Context: an optimization exercise on an open-source flow, tuned for small area, a short achievable clock period and few clock cycles. The choices shown serve that exercise and are no tape-out recipe.
Only simulation tests tie the RTL to the original design; equivalence was not proved.
Power figures rest on the tool's default switching activity, not on a simulated workload.

<file path="design/flow/config.mk">
export PLATFORM = sky130hd
export DESIGN_NAME = cpu_core
export DESIGN_NICKNAME = cpu_core
export VERILOG_FILES = /design/flow/design.v
export SDC_FILE = /design/flow/constraint.sdc
export NUM_CORES = 4
export LEC_CHECK = 0
export ABC_AREA = 1
export CAP_MARGIN = 20
export CORE_MARGIN = 2
export CORE_UTILIZATION = 60
export CTS_CLUSTER_DIAMETER = 100
export CTS_CLUSTER_SIZE = 20
export SETUP_SLACK_MARGIN = 5
export SLEW_MARGIN = 20
</file>
<file path="design/flow/constraint.sdc">
create_clock -name core_clock -period 9.0 [get_ports {clk}]
set_input_delay 1.8000 -clock core_clock [delete_from_list [all_inputs] [get_ports {clk}]]
set_output_delay 1.8000 -clock core_clock [all_outputs]
set_load 0.01 [all_outputs]
</file>
<file path="design/flow/design.v">
`timescale 1ns/10ps
`default_nettype none
module cpu_core (
    input  logic        clk,
    input  logic        arst_n,
    output logic [15:0] imem_addr,
    input  logic [31:0] imem_rdata,
    output logic [15:0] dmem_addr,
    output logic [15:0] dmem_wdata,
    output logic        dmem_we,
    output logic        dmem_re,
    input  logic [15:0] dmem_rdata
);
    logic        boot;         
    logic [15:0] fa;           
    logic        kill;         
    logic        zf, tf;
    logic [15:0] regs [16];
    logic        e_v;
    logic        e_we_d, e_fl_d, e_ld_d, e_st_d, e_inv;
    logic        e_sum_d, e_and_d, e_or_d, e_slt_d, e_pass_d;
    logic        e_we, e_fl, e_ld, e_st;
    logic        e_s_sum, e_s_and, e_s_or, e_s_slt, e_s_pass;
    logic [3:0]  e_wa;
    logic [15:0] e_a, e_b, e_sd;
    logic [15:0] ar, wd;
    logic        we_r, rd_v;
    logic [3:0]  rd_rt;
    logic        wb_v;
    logic [3:0]  wb_rt;
    assign e_we     = e_v && e_we_d;
    assign e_fl     = e_v && e_fl_d;
    assign e_ld     = e_v && e_ld_d;
    assign e_st     = e_v && e_st_d;
    assign e_s_sum  = e_v && e_sum_d;
    assign e_s_and  = e_v && e_and_d;
    assign e_s_or   = e_v && e_or_d;
    assign e_s_slt  = e_v && e_slt_d;
    assign e_s_pass = e_v && e_pass_d;
    logic [15:0] bx, sum, res;
    logic        lt;
    assign bx  = e_b;
    assign sum = e_a + bx + {15'd0, e_inv};
    assign lt  = (e_a[15] & bx[15]) | ((e_a[15] ^ bx[15]) & sum[15]);
    assign res = ({16{e_s_sum | e_s_pass}} & sum)
               | ({16{e_s_and}}  & (e_a & e_b))
               | ({16{e_s_or}}   & (e_a | e_b))
               | {15'd0, e_s_slt & lt};
    logic [15:0] zk;
    logic        z_sum, zf_new, tf_new;
    assign zk     = (e_a ^ bx) ^ {e_a[14:0] | bx[14:0], e_inv};
    assign z_sum  = ~|zk;
    assign zf_new = (e_s_sum & z_sum)
                  | (e_s_and & ~|(e_a & e_b))
                  | (e_s_or  & ~|(e_a | e_b))
                  | (e_s_slt & ~lt);
    assign tf_new = res[0];
    logic [5:0]  op;
    logic [3:0]  rs, rt, rd;
    logic [15:0] imm;
    logic [5:0]  fn;
    assign op  = imem_rdata[31:26];
    assign rs  = imem_rdata[25:22];
    assign rt  = imem_rdata[21:18];
    assign imm = imem_rdata[15:0];
    assign rd  = imm[15:12];
    assign fn  = imm[5:0];
    logic is_r, r_alu, r_jr, is_load, is_store, is_j, is_jal, is_br, is_lit, is_alui;
    assign is_r     = (op == 6'h00);
    assign r_alu    = is_r && (fn == 6'h20 || fn == 6'h22 || fn == 6'h24 || fn == 6'h25 || fn == 6'h2a);
    assign r_jr     = is_r && (fn == 6'h08);
    assign is_load  = (op == 6'h01);
    assign is_store = (op == 6'h02);
    assign is_j     = (op == 6'h03);
    assign is_jal   = (op == 6'h04);
    assign is_br    = (op == 6'h05) || (op == 6'h06) || (op == 6'h07) || (op == 6'h08);
    assign is_lit   = (op == 6'h09);
    assign is_alui  = (op == 6'h0a) || (op == 6'h0b) || (op == 6'h0c) || (op == 6'h0d);
    logic        d_we;
    logic [3:0]  d_wa;
    assign d_we = r_alu || is_alui || is_lit || is_jal;
    assign d_wa = is_r ? rd : (is_jal ? 4'd15 : rt);
    logic [15:0] rs_rf, rt_rf, rs_v, rt_v;
    always_comb begin
        rs_rf = '0;
        rt_rf = '0;
        for (int i = 0; i < 16; i++) begin
            rs_rf = rs_rf | (regs[i] & {16{rs == 4'(i)}});
            rt_rf = rt_rf | (regs[i] & {16{rt == 4'(i)}});
        end
    end
    logic rs_e, rs_w, rt_e, rt_w;
    assign rs_e = e_we && e_wa == rs;
    assign rs_w = !rs_e && wb_v && wb_rt == rs;
    assign rt_e = e_we && e_wa == rt;
    assign rt_w = !rt_e && wb_v && wb_rt == rt;
    assign rs_v = ({16{rs_e}} & res) | ({16{rs_w}} & dmem_rdata) | ({16{!rs_e && !rs_w}} & rs_rf);
    assign rt_v = ({16{rt_e}} & res) | ({16{rt_w}} & dmem_rdata) | ({16{!rt_e && !rt_w}} & rt_rf);
    logic dv, haz, dexec;
    assign dv    = !boot && !kill && !rd_v;
    assign haz   = e_ld && (rs == e_wa || rt == e_wa);
    assign dexec = dv && !haz;
    logic zf_c, tf_c, cond, taken;
    assign zf_c = e_fl ? zf_new : zf;
    assign tf_c = e_fl ? tf_new : tf;
    always_comb begin
        case (op[1:0])
            2'b01:   cond = zf_c;     
            2'b10:   cond = !zf_c;    
            2'b11:   cond = tf_c;     
            default: cond = !tf_c;    
        endcase
    end
    assign taken = dexec && is_br && cond;
    logic        jmp, refetch, s_imm, s_rs, s_dec, s_hold, s_inc;
    logic [15:0] bt, fa_inc, fa_dec, fa_other, fa_next;
    logic        kill_next;
    assign jmp     = dexec && (is_j || is_jal || r_jr);
    assign refetch = dv && haz;                       
    assign bt      = fa + imm;
    always_comb begin
        for (int i = 0; i < 16; i++) begin
            fa_inc[i] = fa[i] ^ (&(fa | ~((16'd1 << i) - 16'd1)));
            fa_dec[i] = fa[i] ^ (~|(fa & ((16'd1 << i) - 16'd1)));
        end
    end
    assign s_imm  = jmp && is_j;
    assign s_rs   = jmp && !is_j;
    assign s_dec  = refetch;
    assign s_hold = !boot && !jmp && !refetch && e_ld;      
    assign s_inc  = !boot && !jmp && !refetch && !e_ld;
    assign fa_other = ({16{s_imm}}  & imm)
                    | ({16{s_rs}}   & rs_v)
                    | ({16{s_dec}}  & fa_dec)
                    | ({16{s_hold}} & fa)
                    | ({16{s_inc}}  & fa_inc);
    assign fa_next   = (taken && !boot) ? bt : fa_other;
    assign kill_next = boot || jmp || taken || (dv && haz);
    logic [15:0] rwd;
    assign rwd = res | ({16{wb_v}} & dmem_rdata);
    always_ff @(posedge clk) begin
        for (int i = 0; i < 16; i++) begin
            if (boot || (wb_v && wb_rt == 4'(i)) || (e_we && e_wa == 4'(i))) regs[i] <= rwd;
        end
    end
    always_ff @(posedge clk or negedge arst_n) begin
        if (!arst_n) boot <= 1'b1;
        else         boot <= 1'b0;
    end
    always_ff @(posedge clk) begin
        fa   <= fa_next;
        kill <= kill_next;
        if (boot) begin
            zf <= 1'b0;
            tf <= 1'b0;
        end else if (e_fl) begin
            zf <= zf_new;
            tf <= tf_new;
        end
        e_v      <= dexec;
        e_we_d   <= d_we;
        e_wa     <= d_wa;
        e_fl_d   <= r_alu || is_alui;
        e_ld_d   <= is_load;
        e_st_d   <= is_store;
        e_inv    <= (is_r && (fn == 6'h22 || fn == 6'h2a)) || op == 6'h0d;
        e_and_d  <= is_r ? (fn == 6'h24) : op == 6'h0b;
        e_or_d   <= is_r ? (fn == 6'h25) : op == 6'h0c;
        e_slt_d  <= is_r ? (fn == 6'h2a) : op == 6'h0d;
        e_pass_d <= is_lit || is_jal;
        e_sum_d  <= is_r ? (fn == 6'h20 || fn == 6'h22) : (op == 6'h0a);
        e_a      <= rs_v & {16{!(is_lit || is_jal)}};
        e_b      <= (is_r ? rt_v : (is_jal ? fa : imm))
                    ^ {16{(is_r && (fn == 6'h22 || fn == 6'h2a)) || op == 6'h0d}};
        e_sd     <= rt_v;
        ar    <= sum;
        wd    <= e_sd;
        we_r  <= e_st && !boot;
        rd_v  <= e_ld && !boot;
        rd_rt <= e_wa;
        wb_v  <= rd_v && !boot && !(e_we && e_wa == rd_rt);    
        wb_rt <= rd_rt;
    end
    assign imem_addr  = fa;
    assign dmem_addr  = ar;
    assign dmem_wdata = wd;
    assign dmem_we    = we_r;
    assign dmem_re    = rd_v;
endmodule
`default_nettype wire
</file>
<file path="design/flow/flow/run.sh">
#!/bin/bash
# Layout flow: the standard ORFS flow (standard.sh) with two changes:
#  - the port buffers are sky130_fd_sc_hd__buf_2 instead of the default pick;
#  - repair_timing aims at a setup margin of 5.7 ns instead of config.mk's 5.
# The SDC, floorplan, power grid, synthesis and all other steps are the standard ones.
# ORFS writes each step's full tool output to orfs/logs/; make's own output goes to
# standard.log here.
set -o pipefail
bash standard.sh \
    "BUFFER_PORTS_ARGS=-buffer_cell sky130_fd_sc_hd__buf_2" \
    SETUP_SLACK_MARGIN=5.7 \
    finish > standard.log 2>&1
</file>
<file path="design/flow/standard.sh">
#!/bin/bash
# synth_recipe.tcl (not shown) runs the flow's synth.tcl, then flattens the netlist and writes it again
# the make line also repeats each setting of config.mk as NAME=value (left out here)
make -C /OpenROAD-flow-scripts/flow DESIGN_CONFIG=/design/flow/config.mk WORK_HOME=/design/flow/orfs CLKGATE_MAP_FILE= SYNTH_SCRIPT=/design/flow/synth_recipe.tcl "${@:-finish}"
</file>
==> flow_summary.json, run 1 <==
{
  "status": "complete, no violations",
  "wl_um": 80370,
  "p_int_w": 0.002726,
  "fin_util_pct": 71.09,
  "clk_pin_slew_ns": 0.09,
  "num_vias": 20520,
  "netSwitchingFraction_pct": 30.03,
  "synth_top_cell_by_area": "edfxtp_1",
  "clock_path_buffers": 3,
  "slowest_stage": "nand2_2",
  "skew_ns": 0.03219,
  "ant_nets": 0,
  "switchingPower_w": 0.001170,
  "tritoncts": "yes",
  "period_share_pct": 37.50,
  "htree_levels": 1,
  "share_clk_of_total_power_pct": 28.0,
  "place_area_sq_mm": 0.02207,
  "power_frac_seq_pct": 52.5,
  "first_global_vias": 18500,
  "cts_buffers": 23,
  "hpwl_um": 53450,
  "dr.pass1.iters": 12,
  "max_slew_margin_pct": 19.41,
  "grt_pass1_wl_um": 113200,
  "dp.cells": 3155,
  "cp.required_ns": 9.51,
  "crit_fanout": 9,
  "place.port_buffers": 97,
  "netlist-cell-type-count": 56,
  "viasPerCell": 6.269,
  "hold_viol": 0,
  "synth_area_leaders": "edfxtp_1 37%, nand2_1 15%, dfxtp_1 12%, inv_1 5.8%, nor2_1 5.0%",
  "dieArea_sq_mm": 0.03636,
  "drt-initial-drc-count": 3561,
  "final_area_sq_mm": 0.02450,
  "syn_inst": 2632,
  "synth_top_area_share_pct": 36.76,
  "combinationalPowerShare_pct": 19.5,
  "avgSynthCellArea_sq_um": 7.945,
  "drive_above_1_share_pct": 16.54,
  "rsz0062_at_grt": "yes",
  "synthFlopType": "edfxtp_1",
  "gr-usage-all-layers_pct": 42.86,
  "fp.coreArea_sq_mm": 0.03446,
  "p_per_area_mw_per_mm2": 159.0,
  "worst_hold_path_type": "reg -> reg",
  "final_cells": 3274,
  "tightest_slew_ns": 1.209,
  "ys_seq_area_share_pct": 48.86,
  "start_kind": "primary input",
  "wire_per_inst_um": 24.55,
  "drcViolationCount": 0,
  "yosysWarnings": 2,
  "crit_chain": "clkbuf_4, inv_2, nor2_1, nand2_2, o21ai_0, nor2_1, nand4_1, o21ai_1, nand3_1, nand2_1, nand2_1, nand2_1, nand2_1",
  "fin_crit_ns": 3.375,
  "cts_sinks": 382,
  "grt-ovfl-total": 0,
  "final_max_slew_viol_count": 0,
  "fp.dieW_um": 190.7,
  "drv_cap": 0,
  "worstPathArrival_ns": 3.89,
  "antenna_found_initial": 1,
  "syn-num-nets": 2741,
  "cts-root-buf": "clkbuf_16",
  "area_growth_pct": 17.16,
  "p_leak_nw": 10.85,
  "nets": 2911,
  "cp_slowest_stage_delay_ns": 0.39,
  "fp-row-count": 68,
  "initial_core_util_pct": 60.68,
  "routabilityCongestion": 1.007,
  "max_clock_freq_mhz": 296.3,
  "fin_setup_tns_ns": 0,
  "synth_edf_count": 256,
  "setup_viol": 0,
  "reg2regPathDepth": 20,
  "path_common_cell": "nand2_1",
  "peakVddDrop_mv": 0.2230,
  "io_pins": 100,
  "ys_seq_elements": 382,
  "dieHeight_um": 190.7,
  "criticalPathCategory": "in -> reg",
  "synthesis.area_sq_mm": 0.02091,
  "clk_latency_ns": 0.58,
  "postSynth.asyncResetShare_pct": 0.2618,
  "grt_start_max_net_pins": 22,
  "endpoint_kind": "flop",
  "holdPathStages": 0
}
-- critical path: cells and delay by family --
family,cells,cell delay [ns]
AND/OR/NAND/NOR,9,1.34
buffers and inverters,2,0.33
AO/OA/AOI/OAI,2,0.39
-- per-layer routing --
layer / wire [um] / GRT usage [%]
met1: 29300 / 58.65
met3: 12970 / 13.60
met4: 5522 / 23.02
met5: 59 / 0
met2: 32510 / 60.50
-- logic make-up (layout without fill, tap and decap cells) --
kind of cell    count (synthesis)  in the layout  synth area share (%)
flops                         382            382                 48.86
buf+inv                       400            583                 7.916
xor+xnor                       37             37                 1.550
compound gates                349            349                 9.712
other cells                     1              3               0.01793
simple gates                 1404           1406                 28.27
fa+ha+maj                      59             59                 3.674
-- per-stage QoR --
stage	total power [W]	hold slack [ns]	worst slack, ns
CTS	0.003781	0.3323	5.632
floorplan	0.002451	0.3096	5.649
global route	0.004000	0.3369	5.572
detailed placement	0.002705	0.3146	4.370
global placement	0.002691	0.3114	4.399
finish	0.003896	0.3302	5.625
-- timing repair --
item,in CTS,in global routing
resized for setup,125,161
hold buffers,0,0
cloned,2,0
buffers inserted,37,34
setup endpoints to repair,61,37
pin swaps,12,33
-- cell usage in the layout, fill, tap and decap left out, types with 42 or more instances in the layout --
| cell | instances |
|---|---|
| a21oi_1 | 60 |
| buf_2 | 88 |
| buf_4 | 83 |
| dfxtp_1 | 113 |
| edfxtp_1 | 256 |
| ha_1 | 42 |
| inv_1 | 312 |
| nand2_1 | 785 |
| nand3_1 | 144 |
| nand4_1 | 55 |
| nor2_1 | 241 |
| o21ai_0 | 128 |
| o22ai_1 | 78 |
-- final timing paths --
| check | from | endpoint | slack, ns |
|---|---|---|---|
| setup / recovery | imem_rdata[19] | e_b[13] | 5.63 |
| hold / removal | e_sd[14] | wd[14] | 0.33 |
| setup reg to reg | e_b[5] | fa[8] | 5.81 |
| hold reg to reg | e_sd[14] | wd[14] | 0.33 |
| max in group asynchronous | arst_n | boot | 7.84 |
| min in group asynchronous | arst_n | boot | 1.14 |
-- synthesized netlist by cell type (10+ instances only) --
cell type / count
a21oi_1: 66
and2_1: 10
buf_2: 21
clkbuf_1: 10
dfxtp_1: 125
edfxtp_1: 256
ha_1: 55
inv_1: 325
inv_2: 19
nand2_1: 838
nand2_2: 12
nand3_1: 151
nand4_1: 55
nor2_1: 279
nor3_1: 17
o211ai_1: 10
o21ai_0: 135
o221ai_1: 17
o22ai_1: 79
xor2_1: 29
-- sequential cells by signal, indices dropped and copies added (netlist names), 4 cells and up --
name	count
e_sd	16
e_a	16
wb_rt	4
e_b	16
ar	16
wd	16
fa	16
e_wa	4
regs	256
rd_rt	4
-- power groups by stage --
stage          combinational [W]  sequential (W)  clock [W]
2_1_floorplan           0.000367         0.00208          0
3_3_place_gp            0.000615         0.00208          0
3_5_place_dp            0.000624         0.00208          0
4_1_cts                 0.000659         0.00204    0.00108
5_1_grt                 0.000807         0.00206    0.00114
6_report                0.000760         0.00205    0.00109
-- area by class of cell --
cell class / instances / area (sq um)
Antenna cell: 2 / 5.005
Inverter: 349 / 1383
Fill cell: 2728 / 9961
Timing Repair Buffer: 194 / 1358
Clock inverter: 1 / 20.02
Multi-Input combinational cell: 1852 / 10290
Sequential cell: 382 / 10230
Tap cell: 455 / 569.3
Clock buffer: 39 / 635.6
Testbench counts, summed over its fixed seeds: cycles 10,799.
==> run 2, diff against run 1 <==
--- a/design/flow/design.v
+++ b/design/flow/design.v
@@ -42,9 +42,10 @@
     assign bx  = e_b;
     assign sum = e_a + bx + {15'd0, e_inv};
     assign lt  = (e_a[15] & bx[15]) | ((e_a[15] ^ bx[15]) & sum[15]);
-    assign res = ({16{e_s_sum | e_s_pass}} & sum)
+    assign res = ({16{e_s_sum}}  & sum)
                | ({16{e_s_and}}  & (e_a & e_b))
                | ({16{e_s_or}}   & (e_a | e_b))
+               | ({16{e_s_pass}} & e_b)
                | {15'd0, e_s_slt & lt};
     logic [15:0] zk;
     logic        z_sum, zf_new, tf_new;
@@ -169,7 +170,7 @@
         e_slt_d  <= is_r ? (fn == 6'h2a) : op == 6'h0d;
         e_pass_d <= is_lit || is_jal;
         e_sum_d  <= is_r ? (fn == 6'h20 || fn == 6'h22) : (op == 6'h0a);
-        e_a      <= rs_v & {16{!(is_lit || is_jal)}};
+        e_a      <= rs_v;
         e_b      <= (is_r ? rt_v : (is_jal ? fa : imm))
                     ^ {16{(is_r && (fn == 6'h22 || fn == 6'h2a)) || op == 6'h0d}};
         e_sd     <= rt_v;
--- a/design/flow/config.mk
+++ b/design/flow/config.mk
@@ -8,7 +8,7 @@
 export ABC_AREA = 1
 export CAP_MARGIN = 20
 export CORE_MARGIN = 2
-export CORE_UTILIZATION = 60
+export CORE_UTILIZATION = 55
 export CTS_CLUSTER_DIAMETER = 100
 export CTS_CLUSTER_SIZE = 20
 export SETUP_SLACK_MARGIN = 5
==> run 2 against run 1 <==
- clock-buffer cell count is 1 lower
- critical path depth is 4 higher
- synthesized area fell by 0.92%
- utilization shrank 5.7 points
- die area up 7.9%
- highest routed layer is now met4
- synthesized cell count down 1.5%
- hold slack improved by 0.0025 ns
- register-to-register slack better by 0.04 ns
- largest power group unchanged
- routed wire length about the same
==> flow_summary.json, run 2 <==
{
  "fp.coreArea_sq_mm": 0.03740,
  "synthTopCellsByCount": "824 x nand2_1, 313 x inv_1, 266 x nor2_1",
  "drcViolationCount": 0,
  "synth_area_leaders": "edfxtp_1 37%, nand2_1 15%, dfxtp_1 12%, inv_1 5.7%, nor2_1 4.8%",
  "rsz0062_at_grt": "yes",
  "netlist-cell-type-count": 58,
  "start_kind": "primary input",
  "cp_slowest_stage_delay_ns": 0.27,
  "synthFlopType": "edfxtp_1",
  "p_leak_nw": 10.76,
  "syn_inst": 2592,
  "synth_top_cell_by_area": "edfxtp_1",
  "combinationalPowerShare_pct": 20.4,
  "tritoncts": "yes",
  "synth_top_area_share_pct": 37.10,
  "worst_hold_path_type": "reg -> reg",
  "syn-num-nets": 2701,
  "netSwitchingFraction_pct": 30.27,
  "fin_setup_tns_ns": 0,
  "viasPerCell": 6.095,
  "final_cell_mix": "766 x nand2_1, 294 x inv_1, 256 x edfxtp_1",
  "dr.pass1.iters": 6,
  "ys_seq_area_share_pct": 49.31,
  "clock_path_buffers": 3,
  "fin_ws_ns": 5.669,
  "cts_buffers": 23,
  "antenna_found_initial": 1,
  "wire_per_inst_um": 24.38,
  "skew_ns": 0.02768,
  "layout_commonest_cell": "nand2_1",
  "drive_above_1_share_pct": 17.68,
  "criticalPathCategory": "in -> reg",
  "cts-root-buf": "clkbuf_16",
  "max_slew_margin_pct": 20.14,
  "yosysWarnings": 2,
  "grt_pass1_wl_um": 114100,
  "fin_crit_ns": 3.331,
  "period_share_pct": 37.01,
  "clk_pin_slew_ns": 0.09,
  "setup_viol": 0,
  "slowest_stage": "nand2_4",
  "max_clock_freq_mhz": 300.2,
  "grt-ovfl-total": 0,
  "seqCellArea_sq_mm": 0.01023,
  "fp-row-count": 71,
  "postSynth.asyncResetShare_pct": 0.2618,
  "fin_util_pct": 65.40,
  "place.port_buffers": 97,
  "avgSynthCellArea_sq_um": 7.993,
  "synth.most_common_cell": "nand2_1",
  "gr-usage-all-layers_pct": 40.19,
  "synthesis.area_sq_mm": 0.02072,
  "rr_startpoint": "e_a[0]",
  "largest_reg_flops": 256,
  "hpwl_um": 54490,
  "area_growth_pct": 18.05,
  "power_frac_seq_pct": 52.0,
  "path_common_cell": "nand2_1",
  "drv_cap": 0,
  "clk_latency_ns": 0.57,
  "num_vias": 20080,
  "share_clk_of_total_power_pct": 27.6,
  "cp.required_ns": 9.46,
  "top_register": "regs",
  "crit_chain": "buf_4, nand2_1, inv_2, nand2_4, inv_6, nand2_1, o21ai_1, nor2_1, nand2_1, nor2_2, nor2_1, nor2_1, nand2_1, nand2_1, nand2_1, nand2_1, nand2_1",
  "routabilityCongestion": 0.9993,
  "final_cells": 3295,
  "min_from": "e_sd[7]",
  "status": "complete, no violations",
  "first_global_vias": 18360,
  "dieHeight_um": 198.1,
  "fp.dieW_um": 198.1,
  "switchingPower_w": 0.001191,
  "p_per_area_mw_per_mm2": 160.8,
  "grt_start_max_net_pins": 22,
  "final_max_slew_viol_count": 0,
  "tightest_slew_ns": 1.198,
  "htree_levels": 1,
  "worstPathArrival_ns": 3.79,
  "nets": 2876,
  "startpoint": "imem_rdata[18]",
  "r2r_slack_ns": 5.85,
  "p_int_w": 0.002743,
  "dieArea_sq_mm": 0.03924,
  "endpoint_kind": "flop",
  "ys_seq_elements": 382,
  "critPathBufInv": 3,
  "place_ws_ns": 4.257,
  "multi_input_area_sq_mm": 0.01015,
  "hold_viol": 0,
  "initial_core_util_pct": 55.40,
  "ant_nets": 0,
  "crit_fanout": 9,
  "drt-initial-drc-count": 2851,
  "cts_hold_buf": 0,
  "io_pins": 100,
  "synth_edf_count": 256,
  "cts_sinks": 382,
  "path_delay_family": "simple AND/OR/NAND/NOR gates",
  "fillCellCount": 3201,
  "peakVddDrop_mv": 0.1685,
  "dp.cells": 3163,
  "wl_um": 80320
}
==> run 2: layout make-up <==
class	count	share of cell area, %
clock buffers	38	2.583
inverters	337	5.545
repair buffers	200	5.822
flip-flops and latches	382	41.84
diodes	1	0.01023
well taps	511	2.614
multi-input cells	1823	41.49
clock inverters	3	0.09720
==> run 2: path summary, 6_finish.rpt <==
| check | end | cells after the start |
|---|---|---|
| max | e_b[11] | 17 |
| min | wd[7] | 0 |
| max reg2reg | fa[13] | 21 |
| min reg2reg | wd[7] | 0 |
| max in group asynchronous | boot | 1 |
| min in group asynchronous | boot | 1 |
==> run 2: cells by family (layout without fill, tap and decap cells) <==
| logic type | after synthesis | after routing | synth area share, % |
|---|---|---|---|
| other cells | 1 | 2 | 0.01810 |
| flops | 382 | 382 | 49.31 |
| compound gates | 362 | 362 | 10.42 |
| simple gates | 1352 | 1357 | 27.10 |
| xor+xnor | 43 | 43 | 1.818 |
| mux | 1 | 1 | 0.04831 |
| fa+ha+maj | 59 | 59 | 3.708 |
| buf+inv | 392 | 578 | 7.573 |
==> run 2: stage by stage <==
step	area (sq um)	total power [W]	hold slack (ns)
2_1_floorplan	20740	0.002471	0.3096
3_3_place_gp	21930	0.002734	0.3126
3_5_place_dp	21930	0.002745	0.3135
4_1_cts	23490	0.003836	0.3323
5_1_grt	24460	0.004056	0.3375
6_report	24460	0.003933	0.3327
==> run 2: power by group through the flow <==
stage / Sequential [W] / Clock [W] / Combinational (W)
finish: 0.00205 / 0.00108 / 0.000804
global route: 0.00206 / 0.00114 / 0.000857
CTS: 0.00204 / 0.00108 / 0.000711
detailed placement: 0.00208 / 0 / 0.000662
global placement: 0.00208 / 0 / 0.000656
floorplan: 0.00209 / 0 / 0.000384
==> run 2: routing by layer <==
metal	wire length, um	global-route usage [%]	vias up
met5	0	0	-
met4	5314	22.03	0
met3	11010	10.87	348
met2	33340	59.06	1513
met1	30660	54.05	9308
li1	-	-	8915
==> run 2: timing repair <==
action | 4_1_cts | 5_1_grt
cloned | 4 | 1
gates resized for setup | 158 | 143
setup buffers | 33 | 50
endpoints found under the setup margin | 80 | 51
pin swaps | 10 | 45
hold endpoints to repair | 0 | 0
Testbench counts of run 2, summed over its fixed seeds: cycles 10,799.
==> run 3, diff against run 2 <==
--- a/design/flow/config.mk
+++ b/design/flow/config.mk
@@ -8,8 +8,8 @@
 export ABC_AREA = 1
 export CAP_MARGIN = 20
 export CORE_MARGIN = 2
-export CORE_UTILIZATION = 55
-export CTS_CLUSTER_DIAMETER = 100
-export CTS_CLUSTER_SIZE = 20
+export CORE_UTILIZATION = 60
+export CTS_CLUSTER_DIAMETER = 150
+export CTS_CLUSTER_SIZE = 16
 export SETUP_SLACK_MARGIN = 5
 export SLEW_MARGIN = 20
==> run 3 against run 2 <==
- non-clock buffer count shrank 21
- fmax is 2.1% higher
- sequential power is essentially flat
- critical path depth down 2
- cell area decreased by 0.39%
- synthesized area unchanged
- still clean
- hold slack got worse by 0.012 ns
- combinational power is 1% lower
==> flow_summary.json, run 3 <==
{
  "status": "complete, no violations",
  "p_per_area_mw_per_mm2": 165.5,
  "synth_edf_count": 256,
  "dieHeight_um": 189.8,
  "fin_util_pct": 71.06,
  "largest_reg_flops": 256,
  "yosysWarnings": 2,
  "criticalPathCategory": "in -> reg",
  "gr-usage-all-layers_pct": 42.62,
  "dp.cells": 3110,
  "fp-row-count": 68,
  "power_frac_seq_pct": 50.7,
  "slowest_stage": "nor2_4",
  "grtUsageMet1_pct": 59.47,
  "r2r_slack_ns": 5.75,
  "rr_endpoint": "fa[4]",
  "synth_top_area_share_pct": 37.10,
  "cts-root-buf": "clkbuf_16",
  "fin_hold_ws_ns": 0.3202,
  "worst_hold_path_type": "reg -> reg",
  "synthTopCellsByCount": "824 x nand2_1, 313 x inv_1, 266 x nor2_1",
  "routabilityCongestion": 1.040,
  "fin_setup_tns_ns": 0,
  "period_share_pct": 36.26,
  "cp.required_ns": 9.51,
  "first_global_vias": 18220,
  "fp.dieW_um": 189.8,
  "htree_levels": 1,
  "layout_commonest_cell": "nand2_1",
  "fp.coreArea_sq_mm": 0.03429,
  "synth.most_common_cell": "nand2_1",
  "area_growth_pct": 17.59,
  "path_delay_family": "simple AND/OR/NAND/NOR gates",
  "setup_viol": 0,
  "nets": 2862,
  "cts_sinks": 382,
  "synthesis.area_sq_mm": 0.02072,
  "rsz0062_at_grt": "yes",
  "syn_inst": 2592,
  "grt_use_met3_pct": 10.24,
  "netSwitchingFraction_pct": 29.96,
  "crit_chain": "buf_4, inv_2, nor2_4, buf_4, nand2_8, inv_8, nand2_1, nand3_1, nor2_1, nand3_2, nand2_1, nand3_1, nand2_1, nand3_1, nand2_1",
  "grt_pass1_wl_um": 112100,
  "drv_cap": 0,
  "path_common_cell": "nand2_1",
  "p_leak_nw": 10.69,
  "tightest_slew_ns": 1.175,
  "final_cell_mix": "764 x nand2_1, 295 x inv_1, 256 x edfxtp_1",
  "crit_fanout": 10,
  "syn-num-nets": 2701,
  "max_clock_freq_mhz": 306.4,
  "final_area_sq_mm": 0.02436,
  "final_max_slew_viol_count": 0,
  "drt-initial-drc-count": 3255,
  "max_slew_margin_pct": 21.35,
  "antenna_found_initial": 1,
  "clk_latency_ns": 0.61,
  "grt-busiest-layer": "met2",
  "drive_above_1_share_pct": 17.21,
  "holdPathStages": 0,
  "reg2regPathDepth": 20,
  "rr_startpoint": "e_b[12]",
  "avgSynthCellArea_sq_um": 7.993,
  "critPathBufInv": 4,
  "crit_end": "e_b[13]",
  "viasPerCell": 6.285,
  "startpoint": "imem_rdata[20]",
  "ant_nets": 0,
  "grt-ovfl-total": 0,
  "ys_seq_area_share_pct": 49.31,
  "dr.pass1.iters": 7,
  "combinationalPowerShare_pct": 19.7,
  "place.port_buffers": 97,
  "start_kind": "primary input",
  "hpwl_um": 52510,
  "place_area_sq_mm": 0.02186,
  "top_register": "regs",
  "clk_pin_slew_ns": 0.08,
  "cts_buffers": 27,
  "netlist-cell-type-count": 58,
  "worstPathArrival_ns": 3.77,
  "final_cells": 3228,
  "ys_seq_elements": 382,
  "share_clk_of_total_power_pct": 29.5,
  "grt_use_met2_pct": 60.82,
  "skew_ns": 0.03732,
  "peakVddDrop_mv": 0.1846,
  "fin_crit_ns": 3.264,
  "synthFlopType": "edfxtp_1",
  "wl_um": 78280,
  "synth_top_cell_by_area": "edfxtp_1",
  "hold_viol": 0,
  "drcViolationCount": 0,
  "cp_slowest_stage_delay_ns": 0.29,
  "postSynth.asyncResetShare_pct": 0.2618,
  "dieArea_sq_mm": 0.03603,
  "clock_path_buffers": 3,
  "synth_area_leaders": "edfxtp_1 37%, nand2_1 15%, dfxtp_1 12%, inv_1 5.7%, nor2_1 4.8%",
  "grt_start_max_net_pins": 21,
  "endpoint_kind": "flop",
  "p_int_w": 0.002823,
  "cp.depth": 15,
  "switchingPower_w": 0.001208,
  "initial_core_util_pct": 60.43,
  "wire_per_inst_um": 24.25,
  "io_pins": 100,
  "num_vias": 20290,
  "tritoncts": "yes"
}
==> run 3: metal layers <==
layer / up-vias / wire (um) / share of wire, %
met1: 9264 / 28650 / 37
met2: 1726 / 31960 / 41
met3: 388 / 11970 / 15
met4: 2 / 5672 / 7.2
met5: - / 36 / 0.046
li1: 8909 / - / -
==> run 3: what timing repair did <==
| item | in CTS | in global routing |
|---|---|---|
| cloned | 4 | 4 |
| hold buffers | 0 | 0 |
| buffers inserted | 26 | 32 |
| resized for setup | 160 | 150 |
| endpoints found under the setup margin | 73 | 50 |
| pin swaps | 9 | 46 |
==> run 3: final cells by class <==
cell class	count	area (sq um)
fillers	2749	9925
well taps	455	569.3
multi-input cells	1824	10190
diodes	1	2.502
clock buffers	47	760.7
repair inverters	2	13.76
inverters	337	1365
flip-flops and latches	382	10230
repair buffers	179	1224
clock inverters	1	8.758
==> run 3: power groups by stage <==
stage | logic [W] | clock network [W] | registers, W
2_1_floorplan | 0.000384 | 0 | 0.00209
3_3_place_gp | 0.000644 | 0 | 0.00208
3_5_place_dp | 0.000654 | 0 | 0.00208
4_1_cts | 0.000707 | 0.00117 | 0.00204
5_1_grt | 0.000845 | 0.00124 | 0.00206
6_report | 0.000796 | 0.00119 | 0.00204
==> run 3: worst reg2reg max path, delay by kind of cell, from the launching register on <==
kind	cells	cell delay, ns
flip-flops	1	0.34
adder cells (fa/ha/maj)	2	0.57
AO/OA/AOI/OAI	3	0.44
buffers and inverters	3	0.24
multiplexers	1	0.18
AND/OR/NAND/NOR	11	1.37
==> run 3: through the flow <==
stage | total power [W] | setup slack, ns
final | 0.004031 | 5.736
after global routing | 0.004141 | 5.615
after CTS | 0.003920 | 5.681
after detailed placement | 0.002736 | 4.275
after global placement | 0.002721 | 4.318
after floorplan | 0.002471 | 5.661
==> run 3: worst min-delay path by stage <==
stage,startpoint,end,slack (ns)
global placement,e_sd[0],wd[0],0.31
CTS,e_sd[12],wd[12],0.33
finish,e_sd[8],wd[8],0.32
floorplan,e_sd[0],wd[0],0.31
global route,e_sd[15],wd[15],0.33
detailed placement,e_sd[12],wd[12],0.31
==> run 3: cells by family (layout without fill, tap and decap cells) <==
kind of cell	after synthesis	after routing	share of synthesized area [%]
buffers and inverters	392	566	7.573
adder cells (fa/ha/maj)	59	59	3.708
multiplexers	1	1	0.04831
flip-flops	382	382	49.31
XOR/XNOR	43	43	1.818
AO/OA/AOI/OAI	362	362	10.42
other	1	2	0.01810
AND/OR/NAND/NOR	1352	1358	27.10
==> run 4, diff against run 3 <==
==> design/flow/flow/run.sh (replaced) <==
#!/bin/bash
# Layout flow: the standard ORFS flow (standard.sh) with two changes:
#  - the port buffers are sky130_fd_sc_hd__buf_2 instead of the default pick;
#  - repair_timing aims at a setup margin of 5.5 ns instead of config.mk's 5.
# The SDC, floorplan, power grid, synthesis and all other steps are the standard ones.
# ORFS writes each step's full tool output to orfs/logs/; make's own output goes to
# standard.log here.
set -o pipefail
bash standard.sh \
    "BUFFER_PORTS_ARGS=-buffer_cell sky130_fd_sc_hd__buf_2" \
    SETUP_SLACK_MARGIN=5.5 \
    finish > standard.log 2>&1
--- a/design/flow/config.mk
+++ b/design/flow/config.mk
@@ -9,7 +9,7 @@
 export CAP_MARGIN = 20
 export CORE_MARGIN = 2
 export CORE_UTILIZATION = 60
-export CTS_CLUSTER_DIAMETER = 150
-export CTS_CLUSTER_SIZE = 16
+export CTS_CLUSTER_DIAMETER = 100
+export CTS_CLUSTER_SIZE = 20
 export SETUP_SLACK_MARGIN = 5
 export SLEW_MARGIN = 20
==> run 4 against run 3 <==
- still clean
- clock-buffer cell count decreased by 20
- hold slack improved by 0.013 ns
- utilization decreased by 2.6 points
==> flow_summary.json, run 4 <==
{
  "status": "complete, no violations",
  "nets": 2818,
  "crit_fanout": 11,
  "clk_pin_slew_ns": 0.10,
  "fin_crit_ns": 3.599,
  "synthTopCellsByCount": "824 x nand2_1, 313 x inv_1, 266 x nor2_1",
  "period_share_pct": 39.99,
  "yosysWarnings": 2,
  "rsz0062_at_grt": "yes",
  "cp.required_ns": 9.49,
  "setup_viol": 0,
  "fin_hold_ws_ns": 0.3328,
  "cp_slowest_stage_delay_ns": 0.30,
  "place.port_buffers": 97,
  "fp.coreArea_sq_mm": 0.03429,
  "fp-row-count": 68,
  "first_global_vias": 17970,
  "tightest_slew_ns": 1.176,
  "drcViolationCount": 0,
  "hold_viol": 0,
  "cts-root-buf": "clkbuf_16",
  "criticalPathCategory": "in -> reg",
  "ant_nets": 0,
  "area_growth_pct": 13.34,
  "fp.dieW_um": 189.8,
  "netlist-cell-type-count": 58,
  "synth_edf_count": 256,
  "grt_start_max_net_pins": 22,
  "syn-num-nets": 2701,
  "path_common_cell": "nand2_1",
  "synth.most_common_cell": "nand2_1",
  "ys_seq_elements": 382,
  "final_max_slew_viol_count": 0,
  "syn_inst": 2592,
  "cts_buffers": 23,
  "max_clock_freq_mhz": 277.9,
  "clock_path_buffers": 3,
  "final_cell_mix": "788 x nand2_1, 307 x inv_1, 256 x edfxtp_1",
  "dieArea_sq_mm": 0.03603,
  "skew_ns": 0.02828,
  "fillCellCount": 2835,
  "fin_setup_tns_ns": 0,
  "dr.pass1.iters": 6,
  "htree_levels": 1,
  "io_pins": 100,
  "routabilityCongestion": 1.030,
  "grt_pass1_wl_um": 111500,
  "synthesis.area_sq_mm": 0.02072,
  "top_register": "regs",
  "initial_core_util_pct": 60.43,
  "hpwl_um": 53200,
  "synth_top_cell_by_area": "edfxtp_1",
  "slowest_stage": "nand4_1",
  "avgSynthCellArea_sq_um": 7.993,
  "layout_commonest_cell": "nand2_1",
  "synthFlopType": "edfxtp_1",
  "peakVddDrop_mv": 0.1833,
  "tritoncts": "yes",
  "worstPathArrival_ns": 4.09,
  "synth_top_area_share_pct": 37.10,
  "largest_reg_flops": 256,
  "start_kind": "primary input",
  "dieHeight_um": 189.8,
  "crit_chain": "buf_2, inv_2, nor2_2, nand2_4, clkinvlp_4, nand2_1, o21ai_0, a21oi_1, nand4_1, nand2_1, nand3_1, nand2_1, nand2_1, nand2_1, nand2_1",
  "place_area_sq_mm": 0.02188,
  "viasPerCell": 6.285,
  "p_per_area_mw_per_mm2": 164.4,
  "final_area_sq_mm": 0.02348,
  "drive_above_1_share_pct": 13.60,
  "max_slew_margin_pct": 21.28,
  "ys_seq_area_share_pct": 49.31,
  "num_vias": 19940,
  "postSynth.asyncResetShare_pct": 0.2618,
  "wl_um": 77940,
  "endpoint_kind": "flop",
  "grt-ovfl-total": 0,
  "worst_hold_path_type": "reg -> reg",
  "clk_latency_ns": 0.59,
  "wire_per_inst_um": 24.57,
  "antenna_found_initial": 1,
  "synth_area_leaders": "edfxtp_1 37%, nand2_1 15%, dfxtp_1 12%, inv_1 5.7%, nor2_1 4.8%",
  "drv_cap": 0,
  "fin_util_pct": 68.49,
  "drt-initial-drc-count": 3082,
  "cts_hold_buf": 0,
  "gr-usage-all-layers_pct": 42.43,
  "p_leak_nw": 10.38,
  "cts_sinks": 382
}
-- run 4: cell counts after synthesis --
No cell type changed its count.
-- run 4: final timing paths --
path | start | end | slack (ns) | depth (start not counted)
hold / removal | e_sd[4] | wd[4] | 0.33 | 0
setup reg to reg | e_a[1] | fa[2] | 5.64 | 21
hold reg to reg | e_sd[4] | wd[4] | 0.33 | 0
setup / recovery | imem_rdata[18] | e_b[6] | 5.40 | 15
min in group asynchronous | arst_n | boot | 1.13 | 1
max in group asynchronous | arst_n | boot | 7.85 | 1
-- run 4: layout make-up --
class,count,area (sq um),area share [%]
clock inverter,3,45.04,0.1918
clock buffer,27,590.6,2.515
tap,455,569.3,2.424
timing repair buffer,145,948.4,4.039
sequential,382,10220,43.52
inverter,337,1309,5.573
multi-input combinational,1820,9793,41.70
antenna,3,7.507,0.03197
-- run 4: worst max-delay path, delay by kind of cell --
family                 cells  cell delay, ns
AND/OR/NAND/NOR           10            1.43
buffers and inverters      3            0.58
AO/OA/AOI/OAI              2            0.25
-- run 4: cell families after synthesis --
| group | count (synthesis) | synth area share [%] |
|---|---|---|
| XOR/XNOR | 43 | 1.818 |
| AND/OR/NAND/NOR | 1352 | 27.10 |
| buffers and inverters | 392 | 7.573 |
| flip-flops | 382 | 49.31 |
| AO/OA/AOI/OAI | 362 | 10.42 |
| adder cells (fa/ha/maj) | 59 | 3.708 |
| multiplexers | 1 | 0.04831 |
| other | 1 | 0.01810 |
-- run 4: timing repair --
action | CTS | global route
resized for setup | 55 | 116
endpoints found under the setup margin | 46 | 49
gates cloned | 1 | 1
pin swaps | 2 | 12
buffers inserted | 9 | 19
-- run 4: where the power goes --
group	switching (W)	internal, W	leakage [nW]	total (W)
clock	0.000602	0.000473	0.309	0.00107
sequential	0.0000590	0.00199	3.70	0.00204
combinational	0.000506	0.000237	6.38	0.000743
-- run 4: per-layer routing --
metal,vias to the layer above,routed length [um],share of wire (%),GRT usage [%]
met5,-,0,0,0
met4,0,4898,6.3,21.26
met3,346,11920,15,10.46
met2,1640,32550,42,61.92
met1,9166,28580,37,59.08
li1,8785,-,-,-
-- run 4: through the flow --
step | power, W | cells | worst slack [ns]
2_1_floorplan | 0.002469 | 2592 | 5.562
3_3_place_gp | 0.002724 | 3103 | 4.290
3_5_place_dp | 0.002741 | 3105 | 4.303
4_1_cts | 0.003780 | 3145 | 5.469
5_1_grt | 0.003978 | 3169 | 5.338
6_report | 0.003862 | 3172 | 5.401
==> run 5, diff against run 4 <==
--- a/design/flow/design.v
+++ b/design/flow/design.v
@@ -18,9 +18,9 @@
     logic [15:0] regs [16];
     logic        e_v;
     logic        e_we_d, e_fl_d, e_ld_d, e_st_d, e_inv;
-    logic        e_sum_d, e_and_d, e_or_d, e_slt_d, e_pass_d;
+    logic        e_add_d, e_and_d, e_or_d, e_slt_d;
     logic        e_we, e_fl, e_ld, e_st;
-    logic        e_s_sum, e_s_and, e_s_or, e_s_slt, e_s_pass;
+    logic        e_s_add, e_s_and, e_s_or, e_s_slt;
     logic [3:0]  e_wa;
     logic [15:0] e_a, e_b, e_sd;
     logic [15:0] ar, wd;
@@ -32,28 +32,24 @@
     assign e_fl     = e_v && e_fl_d;
     assign e_ld     = e_v && e_ld_d;
     assign e_st     = e_v && e_st_d;
-    assign e_s_sum  = e_v && e_sum_d;
+    assign e_s_add  = e_v && e_add_d;      
     assign e_s_and  = e_v && e_and_d;
     assign e_s_or   = e_v && e_or_d;
     assign e_s_slt  = e_v && e_slt_d;
-    assign e_s_pass = e_v && e_pass_d;
     logic [15:0] bx, sum, res;
     logic        lt;
     assign bx  = e_b;
     assign sum = e_a + bx + {15'd0, e_inv};
     assign lt  = (e_a[15] & bx[15]) | ((e_a[15] ^ bx[15]) & sum[15]);
-    assign res = ({16{e_s_sum}}  & sum)
-               | ({16{e_s_and}}  & (e_a & e_b))
-               | ({16{e_s_or}}   & (e_a | e_b))
-               | ({16{e_s_pass}} & e_b)
-               | {15'd0, e_s_slt & lt};
+    logic [15:0] lgc;
+    assign lgc = ({16{e_s_and}} & (e_a & e_b)) | ({16{e_s_or}} & (e_a | e_b));
+    assign res = ({16{e_s_add}} & sum) | lgc | {15'd0, e_s_slt & lt};
     logic [15:0] zk;
     logic        z_sum, zf_new, tf_new;
     assign zk     = (e_a ^ bx) ^ {e_a[14:0] | bx[14:0], e_inv};
     assign z_sum  = ~|zk;
-    assign zf_new = (e_s_sum & z_sum)
-                  | (e_s_and & ~|(e_a & e_b))
-                  | (e_s_or  & ~|(e_a | e_b))
+    assign zf_new = (e_s_add & z_sum)
+                  | ((e_s_and | e_s_or) & ~|lgc)
                   | (e_s_slt & ~lt);
     assign tf_new = res[0];
     logic [5:0]  op;
@@ -168,9 +164,8 @@
         e_and_d  <= is_r ? (fn == 6'h24) : op == 6'h0b;
         e_or_d   <= is_r ? (fn == 6'h25) : op == 6'h0c;
         e_slt_d  <= is_r ? (fn == 6'h2a) : op == 6'h0d;
-        e_pass_d <= is_lit || is_jal;
-        e_sum_d  <= is_r ? (fn == 6'h20 || fn == 6'h22) : (op == 6'h0a);
-        e_a      <= rs_v;
+        e_add_d  <= is_r ? (fn == 6'h20 || fn == 6'h22) : (op == 6'h0a || is_lit || is_jal);
+        e_a      <= rs_v & {16{!(is_lit || is_jal)}};
         e_b      <= (is_r ? rt_v : (is_jal ? fa : imm))
                     ^ {16{(is_r && (fn == 6'h22 || fn == 6'h2a)) || op == 6'h0d}};
         e_sd     <= rt_v;
==> design/flow/flow/run.sh (replaced) <==
#!/bin/bash
# Layout flow: the standard ORFS flow (standard.sh) with two changes:
#  - the port buffers are sky130_fd_sc_hd__buf_2 instead of the default pick;
#  - repair_timing aims at a setup margin of 5.7 ns instead of config.mk's 5.
# The SDC, floorplan, power grid, synthesis and all other steps are the standard ones.
# ORFS writes each step's full tool output to orfs/logs/; make's own output goes to
# standard.log here.
set -o pipefail
bash standard.sh \
    "BUFFER_PORTS_ARGS=-buffer_cell sky130_fd_sc_hd__buf_2" \
    SETUP_SLACK_MARGIN=5.7 \
    finish > standard.log 2>&1
--- a/design/flow/config.mk
+++ b/design/flow/config.mk
@@ -9,7 +9,7 @@
 export CAP_MARGIN = 20
 export CORE_MARGIN = 2
 export CORE_UTILIZATION = 60
-export CTS_CLUSTER_DIAMETER = 100
-export CTS_CLUSTER_SIZE = 20
+export CTS_CLUSTER_DIAMETER = 150
+export CTS_CLUSTER_SIZE = 24
 export SETUP_SLACK_MARGIN = 5
 export SLEW_MARGIN = 20
==> run 5 against run 4 <==
- fmax increased by 7.5%
- critical path type unchanged
- synthesized area about the same
- still clean
- utilization increased by 3.2 points
- sequential share of layout area decreased by 2.0 points
- global-route usage increased by 0.82 points
- critical path depth increased by 1
==> flow_summary.json, run 5 <==
{
  "drcViolationCount": 0,
  "fp-row-count": 68,
  "cts_buffers": 19,
  "synthTopCellsByCount": "859 x nand2_1, 353 x inv_1, 260 x nor2_1",
  "cts-root-buf": "clkbuf_16",
  "synth_area_leaders": "edfxtp_1 37%, nand2_1 16%, dfxtp_1 12%, inv_1 6.4%, nor2_1 4.7%",
  "netSwitchingFraction_pct": 30.92,
  "num_vias": 20730,
  "drv_cap": 0,
  "p_leak_nw": 10.96,
  "place.port_buffers": 97,
  "cts_hold_buf": 0,
  "cp.required_ns": 9.47,
  "p_per_area_mw_per_mm2": 160.2,
  "wl_um": 80150,
  "multi_input_area_sq_mm": 0.01021,
  "final_max_slew_viol_count": 0,
  "tightest_slew_ns": 1.224,
  "fp.dieW_um": 189.8,
  "fillCellCount": 2699,
  "netlist-cell-type-count": 56,
  "ant_nets": 0,
  "fin_crit_ns": 3.347,
  "synth.most_common_cell": "nand2_1",
  "synthesis.area_sq_mm": 0.02072,
  "yosysWarnings": 2,
  "dieArea_sq_mm": 0.03604,
  "grt-ovfl-total": 0,
  "initial_core_util_pct": 60.43,
  "worstPathArrival_ns": 3.82,
  "grt_pass1_wl_um": 114800,
  "worst_hold_path_type": "reg -> reg",
  "max_slew_margin_pct": 18.41,
  "fin_setup_tns_ns": 0,
  "power_frac_seq_pct": 52.4,
  "drive_above_1_share_pct": 17.22,
  "top_register": "regs",
  "dr.pass1.iters": 8,
  "max_clock_freq_mhz": 298.8,
  "cts_sinks": 381,
  "hpwl_um": 53800,
  "endpoint_kind": "flop",
  "fp.coreArea_sq_mm": 0.03429,
  "synthFlopType": "edfxtp_1",
  "final_cell_mix": "800 x nand2_1, 340 x inv_1, 256 x edfxtp_1",
  "syn-num-nets": 2742,
  "postSynth.asyncResetShare_pct": 0.2625,
  "ys_seq_area_share_pct": 49.21,
  "wire_per_inst_um": 24.41,
  "antenna_found_initial": 0,
  "synth_top_cell_by_area": "edfxtp_1",
  "ys_seq_elements": 381,
  "tritoncts": "yes",
  "p_int_w": 0.002721,
  "dp.cells": 3160,
  "skew_ns": 0.03552,
  "synth_edf_count": 256,
  "switchingPower_w": 0.001218,
  "viasPerCell": 6.313,
  "drt-initial-drc-count": 3287,
  "gr-usage-all-layers_pct": 43.25,
  "combinationalPowerShare_pct": 22.0,
  "syn_inst": 2633,
  "seqCellArea_sq_mm": 0.01022,
  "setup_viol": 0,
  "start_kind": "primary input",
  "clock_path_buffers": 3,
  "clk_pin_slew_ns": 0.11,
  "criticalPathCategory": "in -> reg",
  "grt_start_max_net_pins": 26,
  "area_growth_pct": 18.69,
  "share_clk_of_total_power_pct": 25.7,
  "io_pins": 100,
  "final_cells": 3284,
  "routabilityCongestion": 1.016,
  "rsz0062_at_grt": "yes",
  "period_share_pct": 37.19,
  "status": "complete, no violations",
  "first_global_vias": 19140,
  "hold_viol": 0,
  "nets": 2924,
  "largest_reg_flops": 256,
  "synth_top_area_share_pct": 37.10,
  "avgSynthCellArea_sq_um": 7.870,
  "dieHeight_um": 189.8,
  "htree_levels": 1,
  "layout_commonest_cell": "nand2_1",
  "peakVddDrop_mv": 0.1653,
  "clk_latency_ns": 0.57,
  "crit_fanout": 9
}
-- run 5: cell types whose count changed after synthesis, sizes merged, moves of 8 or more --
cell / delta
o22ai: +10
nand4: +19
xor2: -11
o211ai: -8
inv: +38
o21ai: -34
nand2: +30
-- run 5: power by group through the flow --
stage | registers (W) | logic (W) | clock network, W
finish | 0.00206 | 0.000865 | 0.00101
global route | 0.00207 | 0.000926 | 0.00105
CTS | 0.00206 | 0.000770 | 0.000997
detailed placement | 0.00210 | 0.000710 | 0
global placement | 0.00209 | 0.000695 | 0
floorplan | 0.00209 | 0.000427 | 0
-- run 5: per-stage QoR --
step	setup WS (ns)	cell area, sq um	hold slack, ns	utilization [%]	total power, W
floorplan	5.659	20740	0.3096	-	0.002522
global route	5.562	24590	0.3222	71.72	0.004050
detailed placement	3.944	21930	0.3121	63.95	0.002807
finish	5.653	24590	0.3084	71.73	0.003939
CTS	5.664	23490	0.3063	68.50	0.003825
global placement	3.977	21920	0.3120	63.93	0.002788
-- run 5: worst max-delay path, cell delays in order --
cell	delay (ns)
clkbuf_4	0.18
inv_2	0.12
nand2_2	0.13
nor2_4	0.21
buf_6	0.20
clkinvlp_4	0.24
o22ai_1	0.19
nor2_1	0.06
nand2_1	0.06
nor2_1	0.07
nor2_1	0.16
nor2_1	0.07
nand2_1	0.10
nand2_1	0.08
nand3_1	0.07
nand2_1	0.06
-- run 5: cell families after synthesis --
group / share of synthesized area [%]
buf+inv: 8.109
flops: 49.21
compound gates: 9.601
fa+ha+maj: 3.708
simple gates: 28.17
other cells: 0.01810
xor+xnor: 1.183
-- run 5: path summary, 6_finish.rpt --
path	endpoint	cells past startpoint	from	slack [ns]
worst min-delay path	wd[2]	0	e_sd[2]	0.31
worst max register to register	fa[1]	20	e_a[0]	5.77
worst min register to register	wd[2]	0	e_sd[2]	0.31
min in group asynchronous	boot	1	arst_n	1.15
worst max-delay path	e_b[13]	16	imem_rdata[19]	5.65
max in group asynchronous	boot	1	arst_n	7.83
-- run 5: area by class of cell --
cell class,count,share of cell area [%]
sequential,381,41.55
multi-input combinational,1830,41.50
timing repair buffer,205,6.212
inverter,377,6.095
tap,455,2.315
clock buffer,32,2.132
clock inverter,2,0.1577
timing repair inverter,1,0.02544
antenna,1,0.01018
-- run 5: repair_timing --
item | CTS | global route
pin swaps | 16 | 60
buffers inserted | 28 | 55
hold endpoints to repair | 0 | 0
gates cloned | 3 | 1
setup endpoints to repair | 96 | 35
gates resized for setup | 187 | 153
-- run 5: per-layer routing --
metal | vias to the layer above | GRT usage, % | wire length (um)
li1 | 9030 | - | -
met1 | 9575 | 59.15 | 29330
met2 | 1753 | 62.44 | 33470
met3 | 371 | 11.49 | 12140
met4 | 4 | 24.33 | 5125
met5 | - | 0 | 92
Testbench counts of run 5, summed over its fixed seeds: cycles 10,799.
==> run 6, diff against run 5 <==
--- a/design/flow/config.mk
+++ b/design/flow/config.mk
@@ -9,7 +9,7 @@
 export CAP_MARGIN = 20
 export CORE_MARGIN = 2
 export CORE_UTILIZATION = 60
-export CTS_CLUSTER_DIAMETER = 150
-export CTS_CLUSTER_SIZE = 24
+export CTS_CLUSTER_DIAMETER = 100
+export CTS_CLUSTER_SIZE = 20
 export SETUP_SLACK_MARGIN = 5
 export SLEW_MARGIN = 20
==> run 6 against run 5 <==
- global-route usage about the same
- fmax is 0.99% lower
- combinational power increased by 0.6%
- power is 3.0% higher
- synthesized cell count did not move
- still clean
- setup slack lost 0.034 ns
- synthesized area stayed put
- first-iteration DRC count increased by 19%
- cell area up 0.76%
==> flow_summary.json, run 6 <==
{
  "status": "complete, no violations",
  "final_max_slew_viol_count": 0,
  "path_delay_family": "simple AND/OR/NAND/NOR gates",
  "nets": 2938,
  "wire_per_inst_um": 24.36,
  "num_vias": 20910,
  "max_clock_freq_mhz": 295.8,
  "drcViolationCount": 0,
  "max_slew_margin_pct": 21.87,
  "io_pins": 100,
  "slowest_stage": "nor2_4",
  "dieHeight_um": 189.8,
  "synthesis.area_sq_mm": 0.02072,
  "p_int_w": 0.002803,
  "grt_pass1_wl_um": 114900,
  "largest_reg_flops": 256,
  "p_per_area_mw_per_mm2": 163.7,
  "worstPathArrival_ns": 3.86,
  "clk_pin_slew_ns": 0.10,
  "synth_top_cell_by_area": "edfxtp_1",
  "grt-ovfl-total": 0,
  "worst_hold_path_type": "reg -> reg",
  "synth_edf_count": 256,
  "viasPerCell": 6.336,
  "first_global_vias": 19310,
  "rsz0062_at_grt": "yes",
  "place.port_buffers": 97,
  "grt_start_max_net_pins": 22,
  "gr-usage-all-layers_pct": 43.25,
  "avgSynthCellArea_sq_um": 7.870,
  "yosysWarnings": 2,
  "drt-initial-drc-count": 3916,
  "crit_chain": "clkbuf_4, nor2_4, nand2_8, clkinvlp_4, buf_4, nand2_1, nand3_1, nor2_1, nand3_1, a22oi_1, nand2_1, nand2_1, nand3_1, nand2_1",
  "dr.pass1.iters": 14,
  "synth_top_area_share_pct": 37.10,
  "fp.coreArea_sq_mm": 0.03429,
  "switchingPower_w": 0.001253,
  "fin_crit_ns": 3.380,
  "dieArea_sq_mm": 0.03604,
  "clk_latency_ns": 0.58,
  "cp.required_ns": 9.48,
  "path_common_cell": "nand2_1",
  "p_leak_nw": 11.07,
  "final_cell_mix": "801 x nand2_1, 339 x inv_1, 256 x edfxtp_1",
  "ys_seq_area_share_pct": 49.21,
  "cts_sinks": 381,
  "synthFlopType": "edfxtp_1",
  "area_growth_pct": 19.59,
  "tightest_slew_ns": 1.167,
  "postSynth.asyncResetShare_pct": 0.2625,
  "peakVddDrop_mv": 0.1698,
  "cp_slowest_stage_delay_ns": 0.42,
  "top_register": "regs",
  "drv_cap": 0,
  "hpwl_um": 53800,
  "combinationalPowerShare_pct": 21.4,
  "syn-num-nets": 2742,
  "fin_setup_tns_ns": 0,
  "criticalPathCategory": "in -> reg",
  "fp.dieW_um": 189.8,
  "synth.most_common_cell": "nand2_1",
  "critPathBufInv": 3,
  "clock_path_buffers": 3,
  "netSwitchingFraction_pct": 30.89,
  "synth_area_leaders": "edfxtp_1 37%, nand2_1 16%, dfxtp_1 12%, inv_1 6.4%, nor2_1 4.7%",
  "htree_levels": 1,
  "hold_viol": 0,
  "ant_nets": 0,
  "fp-row-count": 68,
  "synthTopCellsByCount": "859 x nand2_1, 353 x inv_1, 260 x nor2_1",
  "tritoncts": "yes",
  "drive_above_1_share_pct": 17.54,
  "wl_um": 80420,
  "cts-root-buf": "clkbuf_16",
  "routabilityCongestion": 1.016,
  "cts_hold_buf": 0,
  "endpoint_kind": "flop",
  "crit_fanout": 9,
  "period_share_pct": 37.56,
  "antenna_found_initial": 1,
  "initial_core_util_pct": 60.43,
  "ys_seq_elements": 381,
  "start_kind": "primary input",
  "netlist-cell-type-count": 56,
  "setup_viol": 0,
  "power_frac_seq_pct": 50.8,
  "skew_ns": 0.02770,
  "layout_commonest_cell": "nand2_1",
  "syn_inst": 2633,
  "total_power_w": 0.004056,
  "share_clk_of_total_power_pct": 27.7,
  "cts_buffers": 23
}
[run 6: worst paths after layout]
path                          end      startpoint  depth (start not counted)  slack, ns
max                        e_b[9]  imem_rdata[20]                         14       5.62
min                         wd[2]         e_sd[2]                          0       0.31
max reg2reg                 fa[1]         e_a[12]                         19       5.77
min reg2reg                 wd[2]         e_sd[2]                          0       0.31
max in group asynchronous    boot          arst_n                          1       7.83
min in group asynchronous    boot          arst_n                          1       1.15
[run 6: kinds of logic after synthesis]
| family | after synthesis | synth area share, % |
|---|---|---|
| XOR/XNOR | 28 | 1.183 |
| AO/OA/AOI/OAI | 334 | 9.601 |
| flip-flops | 381 | 49.21 |
| buffers and inverters | 425 | 8.109 |
| adder cells (fa/ha/maj) | 59 | 3.708 |
| other | 1 | 0.01810 |
| AND/OR/NAND/NOR | 1405 | 28.17 |
[run 6: final cells by class]
type / count / area (sq um)
Multi-Input combinational cell: 1830 / 10160
Antenna cell: 1 / 2.502
Clock buffer: 37 / 628.1
Sequential cell: 381 / 10210
Tap cell: 455 / 569.3
Timing Repair inverter: 1 / 8.758
Timing Repair Buffer: 215 / 1644
Inverter: 377 / 1495
Fill cell: 2669 / 9507
Clock inverter: 4 / 60.06
[run 6: repair_timing]
| item | in CTS | in global routing |
|---|---|---|
| setup buffers | 33 | 59 |
| endpoints found under the setup margin | 96 | 34 |
| pin swaps | 20 | 52 |
| gates resized for setup | 187 | 137 |
| gates cloned | 2 | 2 |
[run 6: per-layer routing]
metal,wire (um),global-route usage [%]
met5,13,0
met4,5880,25.37
met3,12890,11.84
met2,33020,62.13
met1,28620,58.78
[run 6: power groups by stage]
stage          sequential, W  clock [W]  combinational [W]
2_1_floorplan        0.00209          0           0.000427
3_3_place_gp         0.00209          0           0.000695
3_5_place_dp         0.00210          0           0.000710
4_1_cts              0.00206    0.00110           0.000772
5_1_grt              0.00207    0.00116           0.000929
6_report             0.00206    0.00112           0.000870
[run 6: metrics by stage]
| stage | hold slack, ns | instance area [sq um] | util (%) | std cells | worst slack [ns] |
|---|---|---|---|---|---|
| after floorplan | 0.3096 | 20740 | - | 2633 | 5.659 |
| final | 0.3145 | 24780 | 72.27 | 3301 | 5.620 |
| after global placement | 0.3120 | 21920 | 63.93 | 3159 | 3.977 |
| after global routing | 0.3347 | 24780 | 72.27 | 3300 | 5.638 |
| after detailed placement | 0.3121 | 21930 | 63.95 | 3160 | 3.944 |
| after CTS | 0.3287 | 23630 | 68.90 | 3236 | 5.680 |

[re-timing with driven ports]
The flow's constraints put no driver on any port. The routed layouts listed below were extracted and timed again, unchanged, in two steps.
Step 1 assumes that a clkbuf_16 drives the clock port and a buf_2 every other input.
Step 2 adds t to the input delays and takes it off the output delays; t is the mean of the earliest and latest rising clock arrival at the registers after step 1. Input paths then give back, and output paths get back, about the clock's delay inside the block.
Slacks: no drivers / after step 1 / after step 2; pairs: no drivers / after step 1.
| run | t, ns | slack for setup (ns) | clock arrival spread, ns |
|---|---|---|---|
| run 1 | 0.618 | 5.625 / 5.638 / 5.020 | 0.032 / 0.032 |
| run 2 | 0.620 | 5.669 / 5.692 / 5.072 | 0.028 / 0.028 |
| run 3 | 0.647 | 5.736 / 5.740 / 5.093 | 0.038 / 0.037 |
| run 4 | 0.629 | 5.401 / 5.411 / 4.782 | 0.029 / 0.028 |
| run 5 | 0.608 | 5.653 / 5.656 / 5.048 | 0.036 / 0.036 |
| run 6 | 0.619 | 5.620 / 5.654 / 5.034 | 0.029 / 0.029 |
After both steps setup and hold are still met in every run listed. The setup slack of run 3, which loses most, moves by +0.004 ns with the drivers and by -0.643 ns with both steps.
